Background: an optimization exercise with open tools, aiming at a short achievable clock period. Do not read the settings as production practice. Where RTL was checked, it was by simulation tests only, not by an equivalence proof against the original. Power and IR drop assume default switching activity.

== JK ==
## video_box_overlay
module video_box_overlay #(
  parameter int N_BOX   = 8,
  parameter int W_PIX   = 24,
  parameter int W_COORD = 12,
  parameter int W_THK   = 4,
  localparam int W_IDX  = (N_BOX > 1) ? $clog2(N_BOX) : 1
) (
  input  logic               clk,
  input  logic               rstn,
  input  logic               vsync,
  input  logic               hsync,
  input  logic               de,
  input  logic [W_PIX-1:0]   data,
  input  logic               cfg_we,
  input  logic [W_IDX-1:0]   cfg_idx,
  input  logic               cfg_en,
  input  logic               cfg_blend,
  input  logic [W_COORD-1:0] cfg_x,
  input  logic [W_COORD-1:0] cfg_y,
  input  logic [W_COORD-1:0] cfg_w,
  input  logic [W_COORD-1:0] cfg_h,
  input  logic [W_THK-1:0]   cfg_thick,
  input  logic [W_PIX-1:0]   cfg_color,
  output logic               vsync_o,
  output logic               hsync_o,
  output logic               de_o,
  output logic [W_PIX-1:0]   data_o,
  output logic               cfg_commit
);
  localparam int CW     = W_COORD + 1;
  localparam int N_LANE = W_PIX / 8;
  localparam logic [W_COORD-1:0] COORD_MAX = {W_COORD{1'b1}};
  ...
Size: ~2200 flip-flops, ~140 I/O pins.
==> flow/config.mk <==
export PLATFORM = sky130hd
export DESIGN_NAME = video_box_overlay
export DESIGN_NICKNAME = video_box_overlay
export VERILOG_FILES = /design/flow/design.v
export SDC_FILE = /design/flow/constraint.sdc
export NUM_CORES = 4
export LEC_CHECK = 0
export ABC_CLOCK_PERIOD_IN_PS = 1500
export CAP_MARGIN = 20
export CORE_MARGIN = 2
export CORE_UTILIZATION = 75
export CTS_CLUSTER_DIAMETER = 80
export CTS_CLUSTER_SIZE = 25
export PLACE_DENSITY = 0.82
export SETUP_SLACK_MARGIN = 3.5
export SLEW_MARGIN = 20
export SYNTH_HIERARCHICAL = 0
==> flow/constraint.sdc <==
create_clock -name core_clock -period 5.3 [get_ports {clk}]
set_input_delay 1.0600 -clock core_clock [delete_from_list [all_inputs] [get_ports {clk}]]
set_output_delay 1.0600 -clock core_clock [all_outputs]
set_load 0.01 [all_outputs]
run.sh (not shown) runs the stock make flow with config.mk's settings and CLKGATE_MAP_FILE= SYNTH_SCRIPT=/design/flow/synth_recipe.tcl, a recipe that flattens the netlist after the stock synthesis.
Status(JK) = ERROR, stage = 5_1_grt
--- input diff JK..MS ---
Settings: SETUP_SLACK_MARGIN changed from 3.5 to 3.3; PLACE_DENSITY removed (was 0.82); CORE_UTILIZATION changed from 75 to 65; ABC_CLOCK_PERIOD_IN_PS changed from 1500 to 1000.
### Flow results
MS against JK; floorplan row count is up by a little under 10%. MS completed every stage of the flow, and the final layout passed the timing, DRC and antenna checks. Relative to JK, number of setup buffers added after CTS decreased by about 28% in MS. Between MS and JK, the vertical die dimension is higher for MS. Looking at detailed placement HPWL across MS and JK, the one that comes out lower is MS.
### MS -> AL
Settings: a change of CTS_CLUSTER_DIAMETER from 80 to 60; a change of ABC_CLOCK_PERIOD_IN_PS from 1000 to 1500; a change of CTS_CLUSTER_SIZE from 25 to 30.
In the flow results for AL and MS, the total met3 wirelength after detailed routing is larger on MS. Number of hold violations in the final report: MS vs AL identical. ~same data arrival at the endpoint of the critical path in AL and MS. In terms of worst-case setup margin in the final layout, AL and MS differ only marginally. Diff MS -> AL | final instance area | decrease of 0.33%.
diff inputs: AL => TR
Settings: swapping 3.3 for 3.1 in SETUP_SLACK_MARGIN; swapping 60 for 80 in CTS_CLUSTER_DIAMETER; putting TNS_END_PERCENT at 20 where nothing was set; swapping 30 for 25 in CTS_CLUSTER_SIZE; putting PLACE_DENSITY at 0.76 where nothing was set; swapping 65 for 70 in CORE_UTILIZATION.
==> flow/flow/run.sh (new file) <==
#!/bin/bash
# Own flow: the standard layout (standard.sh) unchanged, except that the
# port buffers that global placement inserts are plain buf_4 cells instead of
# the cell buffer_ports picks by default (a slow delay cell on this platform).
set -euo pipefail
export BUFFER_PORTS_ARGS="-buffer_cell sky130_fd_sc_hd__buf_4"
bash standard.sh finish > flow_standard.log 2>&1
==> flow/standard.sh (new file) <==
#!/bin/bash
# synth_recipe.tcl (not shown) runs the flow's synth.tcl, then flattens the netlist and writes it again
# the make line also repeats each setting of config.mk as NAME=value (left out here)
make -C /OpenROAD-flow-scripts/flow DESIGN_CONFIG=/design/flow/config.mk WORK_HOME=/design/flow/orfs CLKGATE_MAP_FILE= SYNTH_SCRIPT=/design/flow/synth_recipe.tcl "${@:-finish}"
removed: flow/run.sh
Findings:
- TR finished end to end and its layout was clean on timing, DRC and antenna.
- AL: full flow OK, the timing, DRC and antenna checks passed
- TR vs. AL: area growth from synthesis to layout went down by 13 points.
- Clock buffer count: TR < AL
- TR vs AL — detailed-route wire length dropped 13%.
- Shortest clock period the worst path allows after layout, AL and TR: lower on TR
- Compared with AL, in TR wire length of the first global-routing pass shrank by 52000 um; number of antenna diodes shrank by 3.4%; worst hold slack shrank by 0.098 ns.
- Changes observed in TR relative to AL: actual transition at the worst max-transition pin shows a reduction of 0.029 ns; combined global-route utilization of all metal layers has decreased; final worst-path cycle share decreased by 0.39 points relative to the old numbers.

---

video_box_overlay, a different RTL version from the one above (not shown whole).
Size in the first run: roughly 2,100 flip-flops, roughly 91,000 um^2 of cells after synthesis.
==> flow/config.mk <==
export PLATFORM = sky130hd
export DESIGN_NAME = video_box_overlay
export DESIGN_NICKNAME = video_box_overlay
export VERILOG_FILES = /design/flow/design.v
export SDC_FILE = /design/flow/constraint.sdc
export NUM_CORES = 4
export LEC_CHECK = 0
export ABC_CLOCK_PERIOD_IN_PS = 1500
export CAP_MARGIN = 20
export CORE_MARGIN = 2
export CORE_UTILIZATION = 65
export SETUP_SLACK_MARGIN = 3.3
export SLEW_MARGIN = 20
export SYNTH_HIERARCHICAL = 0
==> flow/constraint.sdc <==
create_clock -name core_clock -period 5.3 [get_ports {clk}]
set_input_delay 1.0600 -clock core_clock [delete_from_list [all_inputs] [get_ports {clk}]]
set_output_delay 1.0600 -clock core_clock [all_outputs]
set_load 0.01 [all_outputs]
Stock flow here: none of the scripts above is used.
The starting point completed without violations.
Change:
CTS_CLUSTER_DIAMETER = 100   (was not set)
CTS_CLUSTER_SIZE = 30   (was not set)
After rerunning: Worst hold slack gets better by 0.090 ns; power shrinks by 18%; clock skew shrinks by 0.018 ns; routed wire length shrinks by 3.9%.
No functional check of the RTL was part of any run of this note.

---

RTL: one of the versions met above, not the one the previous note started from.
Size: about 2200 flip-flops.
// video_box_overlay
module video_box_overlay #(
  parameter int N_BOX   = 8,
  parameter int W_PIX   = 24,
  parameter int W_COORD = 12,
  parameter int W_THK   = 4,
  localparam int W_IDX  = (N_BOX > 1) ? $clog2(N_BOX) : 1
) (
  input  logic               clk,
  input  logic               rstn,
  input  logic               vsync,
  input  logic               hsync,
  input  logic               de,
  input  logic [W_PIX-1:0]   data,
  input  logic               cfg_we,
  input  logic [W_IDX-1:0]   cfg_idx,
  input  logic               cfg_en,
  input  logic               cfg_blend,
  input  logic [W_COORD-1:0] cfg_x,
  input  logic [W_COORD-1:0] cfg_y,
  input  logic [W_COORD-1:0] cfg_w,
  input  logic [W_COORD-1:0] cfg_h,
  input  logic [W_THK-1:0]   cfg_thick,
  input  logic [W_PIX-1:0]   cfg_color,
  output logic               vsync_o,
  output logic               hsync_o,
  output logic               de_o,
  output logic [W_PIX-1:0]   data_o,
  output logic               cfg_commit
);
clock: 5.3 ns
lec_check: 0
abc_clock_period_in_ps: 1500
cap_margin: 20
core_margin: 2
core_utilization: 70
cts_cluster_diameter: 80
cts_cluster_size: 25
place_density: 0.76
setup_slack_margin: 3.1
slew_margin: 20
synth_hierarchical: 0
tns_end_percent: 20
The baseline finished clean.
Then changed:
--- a/flow/config.mk
+++ b/flow/config.mk
@@ -11 +11 @@
-export CORE_UTILIZATION = 70
+export CORE_UTILIZATION = 65
@@ -14,2 +14 @@
-export PLACE_DENSITY = 0.76
-export SETUP_SLACK_MARGIN = 3.1
+export SETUP_SLACK_MARGIN = 3.3
@@ -18 +16,0 @@
-export TNS_END_PERCENT = 20
The changed run finished with timing, DRC and antenna clean.
Cell area climbs by roughly a tenth.
Sequential cell count is unchanged.
Routed wire length climbs by about a fifth.

==> static timing again, ports no longer ideal <==
How much do the figures lean on ideal ports? The routed layouts below were timed once more, with nothing changed but the port constraints. Step 1 (the two cells are an assumption about what drives the block):
set clk [get_ports {clk}]
set_driving_cell -lib_cell sky130_fd_sc_hd__clkbuf_16 $clk
set_driving_cell -lib_cell sky130_fd_sc_hd__buf_2 [delete_from_list [all_inputs] $clk]
Step 2, shift: input delay + t, output delay - t, t = (earliest + latest rising clock arrival at the registers) / 2. This alone moves slack from input paths to output paths. a / b / c = ideal ports / drivers / drivers and shift; a / b = the first two.
run | t (ns) | setup WS [ns] | worst register clock-pin slew, ns
MS | 0.968 | 2.838 / 2.739 / 1.868 | 0.11 / 0.11
AL | 0.951 | 2.838 / 2.746 / 2.023 | 0.11 / 0.11
TR | 0.931 | 2.859 / 2.775 / 1.844 | 0.10 / 0.10
the first run of note 2 | 0.923 | 2.688 / 2.675 / 2.688 | 0.07 / 0.07
the second run of note 2 | 0.815 | 2.751 / 2.751 / 2.751 | 0.12 / 0.12
the first run of note 3 | 0.933 | 2.853 / 2.775 / 2.019 | 0.11 / 0.11
the second run of note 3 | 0.968 | 2.838 / 2.739 / 1.868 | 0.11 / 0.11
After both steps every run listed still meets setup and hold. For TR, which loses most, drivers alone change the setup slack by -0.084 ns; drivers and shift together by -1.015 ns.
